Context: an optimization exercise on an open-source flow, tuned for small area, a short achievable clock period and few clock cycles. The choices shown serve that exercise and are no tape-out recipe. In this exercise RTL edits were held to simulation tests only and were not proved equivalent to the original.

## constraint.sdc

```tcl
create_clock -name core_clock -period 8.0 [get_ports {aclk}]
set_input_delay 1.6000 -clock core_clock [delete_from_list [all_inputs] [get_ports {aclk}]]
set_output_delay 1.6000 -clock core_clock [all_outputs]
set_load 0.01 [all_outputs]
```

## config.mk

```make
export PLATFORM = sky130hd
export DESIGN_NAME = bmp_row_to_rgb565_blend_top
export DESIGN_NICKNAME = bmp_row_to_rgb565_blend_top
export VERILOG_FILES = /design/flow/design.v
export SDC_FILE = /design/flow/constraint.sdc
export NUM_CORES = 4
export LEC_CHECK = 0
export CAP_MARGIN = 20
export CORE_MARGIN = 2
export CORE_UTILIZATION = 40
export SLEW_MARGIN = 20
```

## design.v

```verilog
package bmpb_pkg;
    localparam logic [1:0] FMT_RGB565 = 2'd0;
    localparam logic [1:0] FMT_BGR24  = 2'd1;
    localparam logic [1:0] FMT_BGRA32 = 2'd2;
    localparam int unsigned CFG_INDEX_W = 2;
    localparam logic [CFG_INDEX_W-1:0] CFG_PIXEL_FORMAT  = 2'd0;
    localparam logic [CFG_INDEX_W-1:0] CFG_IMAGE_WIDTH   = 2'd1;
    localparam logic [CFG_INDEX_W-1:0] CFG_DISPLAY_WIDTH = 2'd2;
    localparam logic [CFG_INDEX_W-1:0] CFG_BACKGROUND    = 2'd3;
    localparam int unsigned CFG_DATA_W  = 16;
    localparam int unsigned WIDTH_W     = 12;
    localparam int unsigned ROW_BYTES_W = 14;
    localparam logic [1:0]         RESET_FORMAT        = FMT_BGR24;
    localparam logic [WIDTH_W-1:0] RESET_IMAGE_WIDTH   = 12'd320;
    localparam logic [WIDTH_W-1:0] RESET_DISPLAY_WIDTH = 12'd320;
    localparam logic [15:0]        RESET_BACKGROUND    = 16'h0000;
    localparam int unsigned QUEUE_DEPTH = 4;
    localparam int unsigned QUEUE_PTR_W = 2;
    localparam int unsigned QUEUE_CNT_W = 3;
    localparam logic [7:0] ALPHA_OPAQUE = 8'hFF;
    localparam logic [7:0] ALPHA_CLEAR  = 8'h00;
    typedef struct packed {
        logic [1:0]         pixel_format;
        logic [WIDTH_W-1:0] image_width;
        logic [WIDTH_W-1:0] display_width;
        logic [15:0]        background;
    } cfg_t;
    typedef enum logic [1:0] {
        KIND_PASS565,
        KIND_PACK,
        KIND_BGFILL,
        KIND_BLEND
    } pix_kind_t;
    typedef struct packed {
        pix_kind_t   kind;
        logic        row_last;
        logic [31:0] word;
    } entry_t;
    function automatic logic [15:0] pack565(input logic [7:0] r, input logic [7:0] g,
                                            input logic [7:0] b);
        pack565 = {r[7:3], g[7:2], b[7:3]};
    endfunction
    function automatic logic signed [17:0] blend_mult(input logic [7:0] px,
                                                      input logic [7:0] bgc,
                                                      input logic [7:0] alpha);
        logic signed [8:0] diff;
        diff = $signed({1'b0, px}) - $signed({1'b0, bgc});
        blend_mult = diff * $signed({1'b0, alpha});
    endfunction
    function automatic logic [7:0] blend_finish(input logic signed [17:0] prod,
                                                input logic [7:0] bgc);
        logic        neg;
        logic [17:0] mag_wide;
        logic [15:0] mag;
        logic [16:0] sum;
        logic [7:0]  quo;
        neg      = prod[17];
        mag_wide = neg ? 18'(-prod) : 18'(prod);
        mag      = mag_wide[15:0];
        sum      = {1'b0, mag} + {9'b0, mag[15:8]} + 17'd1;
        quo      = sum[15:8];
        blend_finish = neg ? 8'(bgc - quo) : 8'(bgc + quo);
    endfunction
endpackage
module bmpb_front (
    input  logic                 aclk,
    input  logic                 aresetn,
    input  bmpb_pkg::cfg_t       cfg,
    input  logic                 s_valid,
    output logic                 s_ready,
    input  logic [7:0]           s_data_byte,
    input  logic                 queue_full,
    output logic                 push,
    output bmpb_pkg::entry_t     push_entry
);
    logic [1:0]                        byte_in_pixel_reg, byte_in_pixel_next;
    logic [bmpb_pkg::ROW_BYTES_W-1:0]  pixel_column_reg, pixel_column_next;
    logic [bmpb_pkg::ROW_BYTES_W-1:0]  row_byte_count_reg, row_byte_count_next;
    logic [23:0]                       held_bytes_reg, held_bytes_next;
    logic [2:0]                        nbytes;
    logic [bmpb_pkg::ROW_BYTES_W-1:0]  pix_bytes;
    logic [bmpb_pkg::ROW_BYTES_W-1:0]  padded;
    logic [bmpb_pkg::ROW_BYTES_W-1:0]  count_inc;
    logic [bmpb_pkg::WIDTH_W-1:0]      iw, dw, start, keep;
    logic [bmpb_pkg::ROW_BYTES_W-1:0]  offset, start_ext, keep_ext;
    logic [31:0]                       top_byte, word;
    logic                              accept, in_pixel, complete, visible;
    bmpb_pkg::pix_kind_t               kind;
    assign s_ready = !queue_full;
    assign accept  = s_valid && s_ready;
    assign iw      = cfg.image_width;
    assign dw      = cfg.display_width;
    always_comb begin
        case (cfg.pixel_format)
            bmpb_pkg::FMT_RGB565: begin
                nbytes    = 3'd2;
                pix_bytes = {1'b0, iw, 1'b0};
                top_byte  = {16'b0, s_data_byte, 8'b0};
            end
            bmpb_pkg::FMT_BGR24: begin
                nbytes    = 3'd3;
                pix_bytes = {1'b0, iw, 1'b0} + {2'b00, iw};
                top_byte  = {8'b0, s_data_byte, 16'b0};
            end
            default: begin
                nbytes    = 3'd4;
                pix_bytes = {iw, 2'b00};
                top_byte  = {s_data_byte, 24'b0};
            end
        endcase
    end
    assign padded    = (pix_bytes + 14'd3) & ~14'd3;
    assign start     = (iw > dw) ? ((iw - dw) >> 1) : '0;
    assign keep      = (iw > dw) ? dw : iw;
    assign start_ext = {2'b00, start};
    assign keep_ext  = {2'b00, keep};
    assign offset    = pixel_column_reg - start_ext;
    assign visible   = (pixel_column_reg >= start_ext) && (offset < keep_ext);
    assign in_pixel  = row_byte_count_reg < pix_bytes;
    assign complete  = in_pixel && ({1'b0, byte_in_pixel_reg} >= (nbytes - 3'd1));
    assign word      = {8'b0, held_bytes_reg} | top_byte;
    assign count_inc = row_byte_count_reg + 14'd1;
    always_comb begin
        if (nbytes == 3'd2) begin
            kind = bmpb_pkg::KIND_PASS565;
        end else if (nbytes == 3'd3 || word[31:24] == bmpb_pkg::ALPHA_OPAQUE) begin
            kind = bmpb_pkg::KIND_PACK;
        end else if (word[31:24] == bmpb_pkg::ALPHA_CLEAR) begin
            kind = bmpb_pkg::KIND_BGFILL;
        end else begin
            kind = bmpb_pkg::KIND_BLEND;
        end
    end
    assign push                = accept && complete && visible;
    assign push_entry.kind     = kind;
    assign push_entry.row_last = (offset == keep_ext - 14'd1);
    assign push_entry.word     = word;
    always_comb begin
        byte_in_pixel_next  = byte_in_pixel_reg;
        pixel_column_next   = pixel_column_reg;
        row_byte_count_next = row_byte_count_reg;
        held_bytes_next     = held_bytes_reg;
        if (accept) begin
            if (in_pixel) begin
                if (complete) begin
                    pixel_column_next  = pixel_column_reg + 14'd1;
                    byte_in_pixel_next = '0;
                    held_bytes_next    = '0;
                end else begin
                    held_bytes_next    = held_bytes_reg
                                       | ({16'b0, s_data_byte} << {byte_in_pixel_reg, 3'b000});
                    byte_in_pixel_next = byte_in_pixel_reg + 2'd1;
                end
            end
            row_byte_count_next = count_inc;
            if (count_inc >= padded) begin
                byte_in_pixel_next  = '0;
                pixel_column_next   = '0;
                row_byte_count_next = '0;
                held_bytes_next     = '0;
            end
        end
    end
    always_ff @(posedge aclk) begin
        if (!aresetn) begin
            byte_in_pixel_reg  <= '0;
            pixel_column_reg   <= '0;
            row_byte_count_reg <= '0;
            held_bytes_reg     <= '0;
        end else begin
            byte_in_pixel_reg  <= byte_in_pixel_next;
            pixel_column_reg   <= pixel_column_next;
            row_byte_count_reg <= row_byte_count_next;
            held_bytes_reg     <= held_bytes_next;
        end
    end
endmodule
module bmpb_queue (
    input  logic                aclk,
    input  logic                aresetn,
    input  logic                push,
    input  bmpb_pkg::entry_t    push_entry,
    input  logic                pop,
    output logic                full,
    output logic                head_valid,
    output bmpb_pkg::entry_t    head_entry
);
    logic [34:0]                       slot_reg [bmpb_pkg::QUEUE_DEPTH];
    logic [bmpb_pkg::QUEUE_PTR_W-1:0]  wr_ptr_reg, wr_ptr_next;
    logic [bmpb_pkg::QUEUE_PTR_W-1:0]  rd_ptr_reg, rd_ptr_next;
    logic [bmpb_pkg::QUEUE_CNT_W-1:0]  count_reg, count_next;
    assign full       = (count_reg == 3'd4);
    assign head_valid = (count_reg != '0);
    assign head_entry = slot_reg[rd_ptr_reg];
    always_comb begin
        wr_ptr_next = push ? wr_ptr_reg + 2'd1 : wr_ptr_reg;
        rd_ptr_next = pop ? rd_ptr_reg + 2'd1 : rd_ptr_reg;
        count_next  = count_reg;
        if (push && !pop) begin
            count_next = count_reg + 3'd1;
        end else if (pop && !push) begin
            count_next = count_reg - 3'd1;
        end
    end
    always_ff @(posedge aclk) begin
        if (!aresetn) begin
            wr_ptr_reg <= '0;
            rd_ptr_reg <= '0;
            count_reg  <= '0;
        end else begin
            wr_ptr_reg <= wr_ptr_next;
            rd_ptr_reg <= rd_ptr_next;
            count_reg  <= count_next;
        end
    end
    always_ff @(posedge aclk) begin
        if (push) begin
            slot_reg[wr_ptr_reg] <= push_entry;
        end
    end
endmodule
module bmpb_back (
    input  logic                aclk,
    input  logic                aresetn,
    input  logic [15:0]         background,
    input  logic                head_valid,
    input  bmpb_pkg::entry_t    head_entry,
    output logic                pop,
    output logic                m_valid,
    input  logic                m_ready,
    output logic [15:0]         m_pixel_rgb565,
    output logic                m_row_last
);
    logic                    s1_valid_reg;
    logic                    s1_blend_reg;
    logic                    s1_last_reg;
    logic [15:0]             s1_pix_reg;
    logic signed [17:0]      s1_prod_reg [3];
    logic [7:0]              s1_bgc_reg [3];
    logic                    out_valid_reg;
    logic [15:0]             out_pix_reg;
    logic                    out_last_reg;
    logic                    out_en, s1_en;
    logic [7:0]              bgc [3];
    logic [7:0]              pxc [3];
    logic [15:0]             direct_pix;
    logic [15:0]             blend_pix;
    assign out_en = !out_valid_reg || m_ready;
    assign s1_en  = !s1_valid_reg || out_en;
    assign pop    = head_valid && s1_en;
    assign bgc[0] = {background[15:11], 3'b000};
    assign bgc[1] = {background[10:5], 2'b00};
    assign bgc[2] = {background[4:0], 3'b000};
    assign pxc[0] = head_entry.word[23:16];
    assign pxc[1] = head_entry.word[15:8];
    assign pxc[2] = head_entry.word[7:0];
    always_comb begin
        case (head_entry.kind)
            bmpb_pkg::KIND_PASS565: direct_pix = head_entry.word[15:0];
            bmpb_pkg::KIND_PACK:    direct_pix = bmpb_pkg::pack565(pxc[0], pxc[1], pxc[2]);
            bmpb_pkg::KIND_BGFILL:  direct_pix = background;
            default:                direct_pix = '0;
        endcase
    end
    always_ff @(posedge aclk) begin
        if (!aresetn) begin
            s1_valid_reg <= 1'b0;
        end else if (s1_en) begin
            s1_valid_reg <= head_valid;
        end
    end
    always_ff @(posedge aclk) begin
        if (s1_en) begin
            s1_blend_reg <= (head_entry.kind == bmpb_pkg::KIND_BLEND);
            s1_last_reg  <= head_entry.row_last;
            s1_pix_reg   <= direct_pix;
            for (int c = 0; c < 3; c++) begin
                s1_prod_reg[c] <= bmpb_pkg::blend_mult(pxc[c], bgc[c], head_entry.word[31:24]);
                s1_bgc_reg[c]  <= bgc[c];
            end
        end
    end
    assign blend_pix = bmpb_pkg::pack565(bmpb_pkg::blend_finish(s1_prod_reg[0], s1_bgc_reg[0]),
                                         bmpb_pkg::blend_finish(s1_prod_reg[1], s1_bgc_reg[1]),
                                         bmpb_pkg::blend_finish(s1_prod_reg[2], s1_bgc_reg[2]));
    always_ff @(posedge aclk) begin
        if (!aresetn) begin
            out_valid_reg <= 1'b0;
        end else if (out_en) begin
            out_valid_reg <= s1_valid_reg;
        end
    end
    always_ff @(posedge aclk) begin
        if (out_en) begin
            out_pix_reg  <= s1_blend_reg ? blend_pix : s1_pix_reg;
            out_last_reg <= s1_last_reg;
        end
    end
    assign m_valid        = out_valid_reg;
    assign m_pixel_rgb565 = out_pix_reg;
    assign m_row_last     = out_last_reg;
endmodule
module bmp_row_to_rgb565_blend_top (
    input  logic                               aclk,
    input  logic                               aresetn,
    input  logic                               cfg_valid,
    output logic                               cfg_ready,
    input  logic [bmpb_pkg::CFG_INDEX_W-1:0]   cfg_index,
    input  logic [bmpb_pkg::CFG_DATA_W-1:0]    cfg_data,
    input  logic                               s_valid,
    output logic                               s_ready,
    input  logic [7:0]                         s_data_byte,
    output logic                               m_valid,
    input  logic                               m_ready,
    output logic [15:0]                        m_pixel_rgb565,
    output logic                               m_row_last
);
    bmpb_pkg::cfg_t     cfg_reg, cfg_next;
    logic               push, pop, queue_full, head_valid;
    bmpb_pkg::entry_t   push_entry, head_entry;
    assign cfg_ready = 1'b1;
    always_comb begin
        cfg_next = cfg_reg;
        if (cfg_valid && cfg_ready) begin
            case (cfg_index)
                bmpb_pkg::CFG_PIXEL_FORMAT:  cfg_next.pixel_format  = cfg_data[1:0];
                bmpb_pkg::CFG_IMAGE_WIDTH:   cfg_next.image_width   = cfg_data[11:0];
                bmpb_pkg::CFG_DISPLAY_WIDTH: cfg_next.display_width = cfg_data[11:0];
                bmpb_pkg::CFG_BACKGROUND:    cfg_next.background    = cfg_data[15:0];
                default:                     cfg_next = cfg_reg;
            endcase
        end
    end
    always_ff @(posedge aclk) begin
        if (!aresetn) begin
            cfg_reg.pixel_format  <= bmpb_pkg::RESET_FORMAT;
            cfg_reg.image_width   <= bmpb_pkg::RESET_IMAGE_WIDTH;
            cfg_reg.display_width <= bmpb_pkg::RESET_DISPLAY_WIDTH;
            cfg_reg.background    <= bmpb_pkg::RESET_BACKGROUND;
        end else begin
            cfg_reg <= cfg_next;
        end
    end
    bmpb_front u_front (
        .aclk        (aclk),
        .aresetn     (aresetn),
        .cfg         (cfg_reg),
        .s_valid     (s_valid),
        .s_ready     (s_ready),
        .s_data_byte (s_data_byte),
        .queue_full  (queue_full),
        .push        (push),
        .push_entry  (push_entry)
    );
    bmpb_queue u_queue (
        .aclk       (aclk),
        .aresetn    (aresetn),
        .push       (push),
        .push_entry (push_entry),
        .pop        (pop),
        .full       (queue_full),
        .head_valid (head_valid),
        .head_entry (head_entry)
    );
    bmpb_back u_back (
        .aclk           (aclk),
        .aresetn        (aresetn),
        .background     (cfg_reg.background),
        .head_valid     (head_valid),
        .head_entry     (head_entry),
        .pop            (pop),
        .m_valid        (m_valid),
        .m_ready        (m_ready),
        .m_pixel_rgb565 (m_pixel_rgb565),
        .m_row_last     (m_row_last)
    );
endmodule
```

## run.sh

```bash
#!/bin/bash
# synth_recipe.tcl (not shown) runs the flow's synth.tcl, then flattens the netlist and writes it again
# the make line also repeats each setting of config.mk as NAME=value (left out here)
make -C /OpenROAD-flow-scripts/flow DESIGN_CONFIG=/design/flow/config.mk WORK_HOME=/design/flow/orfs CLKGATE_MAP_FILE= SYNTH_SCRIPT=/design/flow/synth_recipe.tcl finish
```

==> notes.md <==
-- cells in the final DEF (no fill, tap or decap), types with 49 or more instances in the layout --
master             n
a21o_1            57
a21oi_1          178
and2_1            49
clkdlybuf4s50_1   49
dfxtp_1          105
edfxtp_1         242
fa_1             190
ha_1             257
inv_1            402
nand2_1          280
nor2_1           250
o21ai_0           94
xnor2_1          135
xor2_1            55
-- layer usage --
metal | routed length, um | GRT usage
met2 | 34100 | 0.334
met3 | 3160 | 0.0299
met5 | 12 | 0
met1 | 31100 | 0.247
met4 | 1540 | 0.0487
-- cells by family after synthesis --
| logic type | count (synthesis) |
|---|---|
| buffers and inverters | 488 |
| AOI/OAI and AO/OA | 515 |
| DFF | 349 |
| adders and majority gates | 447 |
| muxes | 90 |
| and+or+nand+nor | 847 |
| xor gates and xnor gates | 192 |
| other | 1 |
-- path summary, 6_finish.rpt --
check / startpoint / endpoint / cells after the start
worst max-delay path: register / u_back.s1_prod_reg[1][14] / 23
worst min-delay path: u_back.s1_last_reg / u_back.out_last_reg / 0
worst max register to register: register / u_back.s1_prod_reg[1][14] / 23
worst min register to register: u_back.s1_last_reg / u_back.out_last_reg / 0
-- worst max-delay path, stage by stage, from the launching register on --
cell,delay (ns)
dfxtp_2,0.64
mux4_2,0.59
inv_1,0.08
ha_1,0.13
inv_1,0.06
fa_1,0.45
a21o_1,0.20
a21oi_1,0.30
o21bai_1,0.12
a21oi_1,0.43
nand2_1,0.25
fa_1,0.61
inv_1,0.06
fa_1,0.52
fa_1,0.44
fa_1,0.49
ha_1,0.34
a21boi_0,0.15
o21ai_0,0.23
a21boi_0,0.15
o21ai_0,0.23
a21boi_0,0.18
or4_1,0.43
nand3_1,0.10
-- stage by stage --
step                utilization  area [sq um]  hold slack (ns)  setup WS [ns]
floorplan                     -         28500            0.400          0.682
global placement          0.427         30000            0.410          0.856
detailed placement        0.427         30000            0.412          0.688
CTS                       0.447         31400            0.418          0.628
global route              0.447         31400            0.433         0.0206
finish                    0.447         31400            0.418          0.666
-- area by class of cell --
| class | instances | area, sq um |
|---|---|---|
| Antenna cell | 1 | 2.50 |
| Clock buffer | 53 | 1140 |
| Clock inverter | 25 | 203 |
| Fill cell | 6626 | 38900 |
| Inverter | 403 | 1510 |
| Multi-Input combinational cell | 2092 | 17300 |
| Sequential cell | 349 | 9410 |
| Tap cell | 940 | 1180 |
| Timing Repair Buffer | 76 | 713 |
==> results.ini <==
[grt]
grt_max_degree = 84
grt_pass1_vias = 21200
grt_overflow = 0
antenna_found_initial = 2
track_usage = 0.192
grt_pass1_wl_um = 113000

[yosys]
synth_top_family_by_area = adder cells
synth_area_sq_um = 28500
synth-simple-area-share = 0.140
synth_area_per_cell_sq_um = 9.73
synth_fa_ha_area_frac = 0.246
synth-xor-area-share = 0.0598
synth_edf_count = 242
ys_ff_latch = 349
seq_area_frac_synth = 0.330
synth.area.mux_share = 0.0438
synth_top_area_frac = 0.255
synth_most_common_cell = inv_1
async_flop_share = 0
synth_common_cells = inv_1, nand2_1, ha_1
yosysWarnings = 8
synth.area.top_cells = edfxtp_1, fa_1, ha_1
syn_inst = 2929
synth_compound_area_frac = 0.115
synth_nets = 3407
synth_cell_types = 80
synth_ff_type = edfxtp_1
synth_top_area_cell = edfxtp_1

[finish]
largest_register_ffs = 140
drive_gt1_frac = 0.0577
fin_cells = 3939
nNetsFinal = 3442
area_growth_pct = 10.3

[setup_path]
end_kind = register
cp-start-kind = register
path_max_fanout = 14
cp.required_ns = 8.44
r2r_setup_slack_ns = 0.67
crit_type = register to register
worstPathArrival_ns = 7.77

[floorplan]
die_h_um = 271
die_w_um = 271
rows = 97
die-area_sq_um = 73400
ios = 51
core-area_sq_um = 70300
initial_core_util = 0.405

[timing]
tightest_slew_ns = 1.09
finalSetupViolations = 0
final.min_clock_period_ns = 7.33
tns_ns = 0
skew_ns = 0.0328
max_slew_margin = 0.270
rsz0062_at_grt = no
final-max-slew-violation-count = 0
timing.fmax_ghz = 0.136
report.final.hold_viol_count = 0
fin_crit_sh = 0.917

[clock_tree]
cts-root-buf = clkbuf_16
holdBufCountCts = 0
cts_tree = yes
post_cts_buffers = 0
numCtsBuffers = 42
cts.sinks = 349
clkTransAtPathRegs_ns = 0.06
clk_latency_ns = 0.59
clockBufferDepth = 3
cts_htree_levels = 2
cts_resized = 0

[detailed_routing]
drt_iter0_markers = 1282
antenna_left = 0
dr.pass1.iters = 5
drc_errors = 0
wirelength_um = 69900
num_vias = 20900
viasPerCell = 5.30
wire_per_inst_um = 17.7

[placed_design]
dp_hpwl_um = 53500
gp_congestion = 0.875
placed_cells = 3859
port-buffer-count = 49

[hold_path]
hp-class = register to register

[run]
maxCapViolCount = 0

[run_status]
status = timing/DRC/antenna clean

Testbench counts, summed over its fixed seeds: cycles 144,725.

-- what the ideal ports hide --
How much do the figures lean on ideal ports? The routed layout below was timed once more, with nothing changed but the port constraints. Step 1 sets driving cells, clkbuf_16 on the clock port and buf_2 on the other inputs (assumed; they add their load-dependent delay and slew). Step 2 also shifts input and output timing later by t, the mid clock arrival at the registers, as if the neighbouring blocks saw the same clock. Three values: no drivers, after step 1, after step 2; two values: the first two.
t (ns): 0.629
slack for setup (ns): 0.666 / 0.666 / 0.666
slew at the worst register clock pin (ns): 0.06 / 0.06
After both steps setup and hold are still met in this run. The setup slack of this run moves by 0.000 ns with the drivers and by 0.000 ns with both steps.
